This design comes from an exercise in tuning for small area on the open sky130 flow, not from production work. Function was checked by simulation only, so behaviour that the tests miss may differ from the original. Power is estimated from default activity; no workload was simulated.

== violet ==
==> flow/design.v <==
package sobel_pkg;
  localparam int PIX_W_DEF = 8;
  localparam int WIN_W     = 9 * PIX_W_DEF;
  localparam int TAP_TL = 8;
  localparam int TAP_TM = 7;
  localparam int TAP_TR = 6;
  localparam int TAP_ML = 5;
  localparam int TAP_MM = 4;
  localparam int TAP_MR = 3;
  localparam int TAP_BL = 2;
  localparam int TAP_BM = 1;
  localparam int TAP_BR = 0;
  function automatic logic [PIX_W_DEF-1:0] win_tap(input logic [WIN_W-1:0] win,
                                                   input int              k);
    win_tap = win[k*PIX_W_DEF +: PIX_W_DEF];
  endfunction
endpackage
module line_delay
#(
  parameter int DEPTH = 125,
  parameter int PIX_W = sobel_pkg::PIX_W_DEF
) (
  input  logic             clk,
  input  logic             rst,
  input  logic             en_i,
  input  logic [PIX_W-1:0] din_i,
  output logic [PIX_W-1:0] dout_o
);
  logic [PIX_W-1:0] sr_q [DEPTH];
  logic [PIX_W-1:0] keep_w;
  assign keep_w = {PIX_W{!rst}};
  always_ff @(posedge clk) begin
    sr_q[0] <= en_i ? din_i : (sr_q[0] & keep_w);
    for (int i = 1; i < DEPTH; i++) begin
      sr_q[i] <= en_i ? sr_q[i-1] : (sr_q[i] & keep_w);
    end
  end
  assign dout_o = sr_q[DEPTH-1];
endmodule
module sobel_window_reader
#(
  parameter int IMG_W = 128,
  parameter int IMG_H = 128,
  parameter int PIX_W = sobel_pkg::PIX_W_DEF
) (
  input  logic                 clk,
  input  logic                 rst,
  input  logic                 pix_valid_i,
  input  logic [7:0]           pix_i,
  output logic [71:0]          win_o,
  output logic                 win_valid_o,
  output logic                 frame_done_o,
  output logic [6:0]           row_o,
  output logic [6:0]           col_o
);
  localparam int CW = (IMG_W > 1) ? $clog2(IMG_W) : 1;
  localparam int RW = (IMG_H > 1) ? $clog2(IMG_H) : 1;
  logic             en;
  logic [PIX_W-1:0] tap_q [9];
  logic [PIX_W-1:0] tap_d [9];
  logic [PIX_W-1:0] a_out;
  logic [PIX_W-1:0] b_out;
  logic [CW-1:0]    col_q;
  logic [RW-1:0]    row_q;
  logic             acc_q;
  assign en = pix_valid_i;
  line_delay #(.DEPTH(IMG_W - 3), .PIX_W(PIX_W)) u_delay_a (
    .clk    (clk),
    .rst    (rst),
    .en_i   (en),
    .din_i  (tap_q[sobel_pkg::TAP_BL]),
    .dout_o (a_out)
  );
  line_delay #(.DEPTH(IMG_W - 3), .PIX_W(PIX_W)) u_delay_b (
    .clk    (clk),
    .rst    (rst),
    .en_i   (en),
    .din_i  (tap_q[sobel_pkg::TAP_ML]),
    .dout_o (b_out)
  );
  always_comb begin
    tap_d[sobel_pkg::TAP_TL] = tap_q[sobel_pkg::TAP_TM];
    tap_d[sobel_pkg::TAP_TM] = tap_q[sobel_pkg::TAP_TR];
    tap_d[sobel_pkg::TAP_TR] = b_out;
    tap_d[sobel_pkg::TAP_ML] = tap_q[sobel_pkg::TAP_MM];
    tap_d[sobel_pkg::TAP_MM] = tap_q[sobel_pkg::TAP_MR];
    tap_d[sobel_pkg::TAP_MR] = a_out;
    tap_d[sobel_pkg::TAP_BL] = tap_q[sobel_pkg::TAP_BM];
    tap_d[sobel_pkg::TAP_BM] = tap_q[sobel_pkg::TAP_BR];
    tap_d[sobel_pkg::TAP_BR] = pix_i;
  end
  always_ff @(posedge clk) begin
    for (int i = 0; i < 9; i++) begin
      tap_q[i] <= en ? tap_d[i] : (tap_q[i] & {PIX_W{!rst}});
    end
  end
  always_ff @(posedge clk) begin
    if (rst) begin
      col_q <= CW'(IMG_W - 2);
      row_q <= RW'(IMG_H - 2);
      acc_q <= 1'b0;
    end else begin
      acc_q <= en;
      if (en) begin
        col_q <= col_q + CW'(1);
        if (col_q == CW'(IMG_W - 2)) begin
          row_q <= row_q + RW'(1);
        end
      end
    end
  end
  assign win_valid_o  = acc_q && (col_q != '0) && (col_q != CW'(IMG_W - 1))
                              && (row_q != '0) && (row_q != RW'(IMG_H - 1));
  assign frame_done_o = acc_q && (col_q == CW'(IMG_W - 2)) && (row_q == RW'(IMG_H - 2));
  assign row_o        = row_q;
  assign col_o        = col_q;
  assign win_o        = {tap_q[sobel_pkg::TAP_TL], tap_q[sobel_pkg::TAP_TM], tap_q[sobel_pkg::TAP_TR],
                         tap_q[sobel_pkg::TAP_ML], tap_q[sobel_pkg::TAP_MM], tap_q[sobel_pkg::TAP_MR],
                         tap_q[sobel_pkg::TAP_BL], tap_q[sobel_pkg::TAP_BM], tap_q[sobel_pkg::TAP_BR]};
endmodule
Settings: LEC_CHECK=0, CAP_MARGIN=20, CORE_MARGIN=2, CORE_UTILIZATION=75, SLEW_MARGIN=20; clock period 5.0 ns.
standard.sh (not shown) runs the stock make flow with config.mk's settings and CLKGATE_MAP_FILE= SYNTH_SCRIPT=/design/flow/synth_recipe.tcl, a recipe that flattens the netlist after the stock synthesis.
==> flow/flow/run.sh <==
#!/bin/bash
# The standard ORFS layout with three changes to how it is built:
#  - port buffers are buf_1 (the default pick is a 10 um2 delay buffer),
#  - CTS inserts no dummy loads,
#  - CTS uses clkbuf_8 sinks in clusters of at most 20 within 60 um.
# Everything else (synthesis, floorplan, power grid, tap cells, timing repair) is standard.sh.
set -euo pipefail
bash standard.sh \
  "BUFFER_PORTS_ARGS=-buffer_cell sky130_fd_sc_hd__buf_1" \
  "CTS_ARGS=-sink_clustering_enable -repair_clock_nets -dont_use_dummy_load -sink_clustering_size 12 -sink_clustering_max_diameter 40 -buf_list sky130_fd_sc_hd__clkbuf_4" \
  finish > flow_make.log 2>&1
> inputs changed (violet -> indigo)
==> flow/run.sh (new file) <==
#!/bin/bash
# synth_recipe.tcl (not shown) runs the flow's synth.tcl, then flattens the netlist and writes it again
# the make line also repeats each setting of config.mk as NAME=value (left out here)
make -C /OpenROAD-flow-scripts/flow DESIGN_CONFIG=/design/flow/config.mk WORK_HOME=/design/flow/orfs CLKGATE_MAP_FILE= SYNTH_SCRIPT=/design/flow/synth_recipe.tcl finish
-- flow/config.mk --
<<< violet, line 8
export CAP_MARGIN = 20
export CORE_MARGIN = 2
export CORE_UTILIZATION = 75
export SLEW_MARGIN = 20
>>> indigo, line 8
export CAP_MARGIN = 20
export CORE_MARGIN = 2
export CORE_UTILIZATION = 40
export SLEW_MARGIN = 20
removed: flow/flow/run.sh
removed: flow/standard.sh
==> comparison <==
After synthesis and placement, the instance count of indigo is above that of violet. Routed metal-1 wirelength was lower in the run labelled violet. Summary of the comparison: internal reg-to-reg setup slack is higher in indigo, relative to violet. [compare] base=violet new=indigo: overall power has increased, overall fraction of global-route tracks in use shows a reduction of 9.0 points. Compared with violet, indigo shows a met2 layer usage reported by global route that is 15 points lower. Reported for indigo and violet, sequential cell count turned out identical to the last digit. Site row count in indigo vs violet: up 39.
### indigo -> maple
==> flow/flow/run.sh (new file) <==
#!/bin/bash
# The standard ORFS layout with three changes to how it is built:
#  - port buffers are buf_1 (the default pick is a 10 um2 delay buffer),
#  - CTS inserts no dummy loads,
#  - CTS uses clkbuf_4 buffers, sinks in clusters of at most 12 within 40 um.
# Everything else (synthesis, floorplan, power grid, tap cells, timing repair) is standard.sh.
set -euo pipefail
bash standard.sh \
  "BUFFER_PORTS_ARGS=-buffer_cell sky130_fd_sc_hd__buf_1" \
  "CTS_ARGS=-sink_clustering_enable -repair_clock_nets -dont_use_dummy_load -sink_clustering_size 11 -sink_clustering_max_diameter 40 -buf_list sky130_fd_sc_hd__clkbuf_4" \
  finish > flow_make.log 2>&1
==> flow/standard.sh (new file) <==
#!/bin/bash
# synth_recipe.tcl (not shown) runs the flow's synth.tcl, then flattens the netlist and writes it again
# the make line also repeats each setting of config.mk as NAME=value (left out here)
make -C /OpenROAD-flow-scripts/flow DESIGN_CONFIG=/design/flow/config.mk WORK_HOME=/design/flow/orfs CLKGATE_MAP_FILE= SYNTH_SCRIPT=/design/flow/synth_recipe.tcl "${@:-finish}"
-- flow/config.mk --
<<< indigo, line 8
export CAP_MARGIN = 20
export CORE_MARGIN = 2
export CORE_UTILIZATION = 40
export SLEW_MARGIN = 20
>>> maple, line 8
export CAP_MARGIN = 20
export CORE_MARGIN = 2
export CORE_UTILIZATION = 85
export PLACE_DENSITY = 0.9
export SLEW_MARGIN = 20
removed: flow/run.sh
[summary]
maple ends up with lower count of clock-buffer cells in the layout than indigo does. Summary of maple over indigo: via count rose by 427; share of the clock period used by the worst path after layout increased by 2.8 points relative to the old numbers; final worst slack decreased 140 ps.

-- what the ideal ports hide --
No port has a modelled driver above. Below, the same layouts with a new extraction and two added sets of constraints. Step 1 assumes that a clkbuf_16 drives the clock port and a buf_2 every other input. Step 2 also shifts input and output timing later by t, the mid clock arrival at the registers, as if the neighbouring blocks saw the same clock. Slacks: no drivers / after step 1 / after step 2; pairs: no drivers / after step 1.
| run | t (ns) | setup WS [ns] | worst slew at a driven data input, ns |
|---|---|---|---|
| violet | 1.119 | 1.290 / 1.226 / 1.703 | 0.06 |
| indigo | 0.855 | 1.306 / 1.233 / 1.687 | 0.08 |
| maple | 1.107 | 1.166 / 1.097 / 1.768 | 0.04 |
After both steps setup and hold are still met in every run listed.
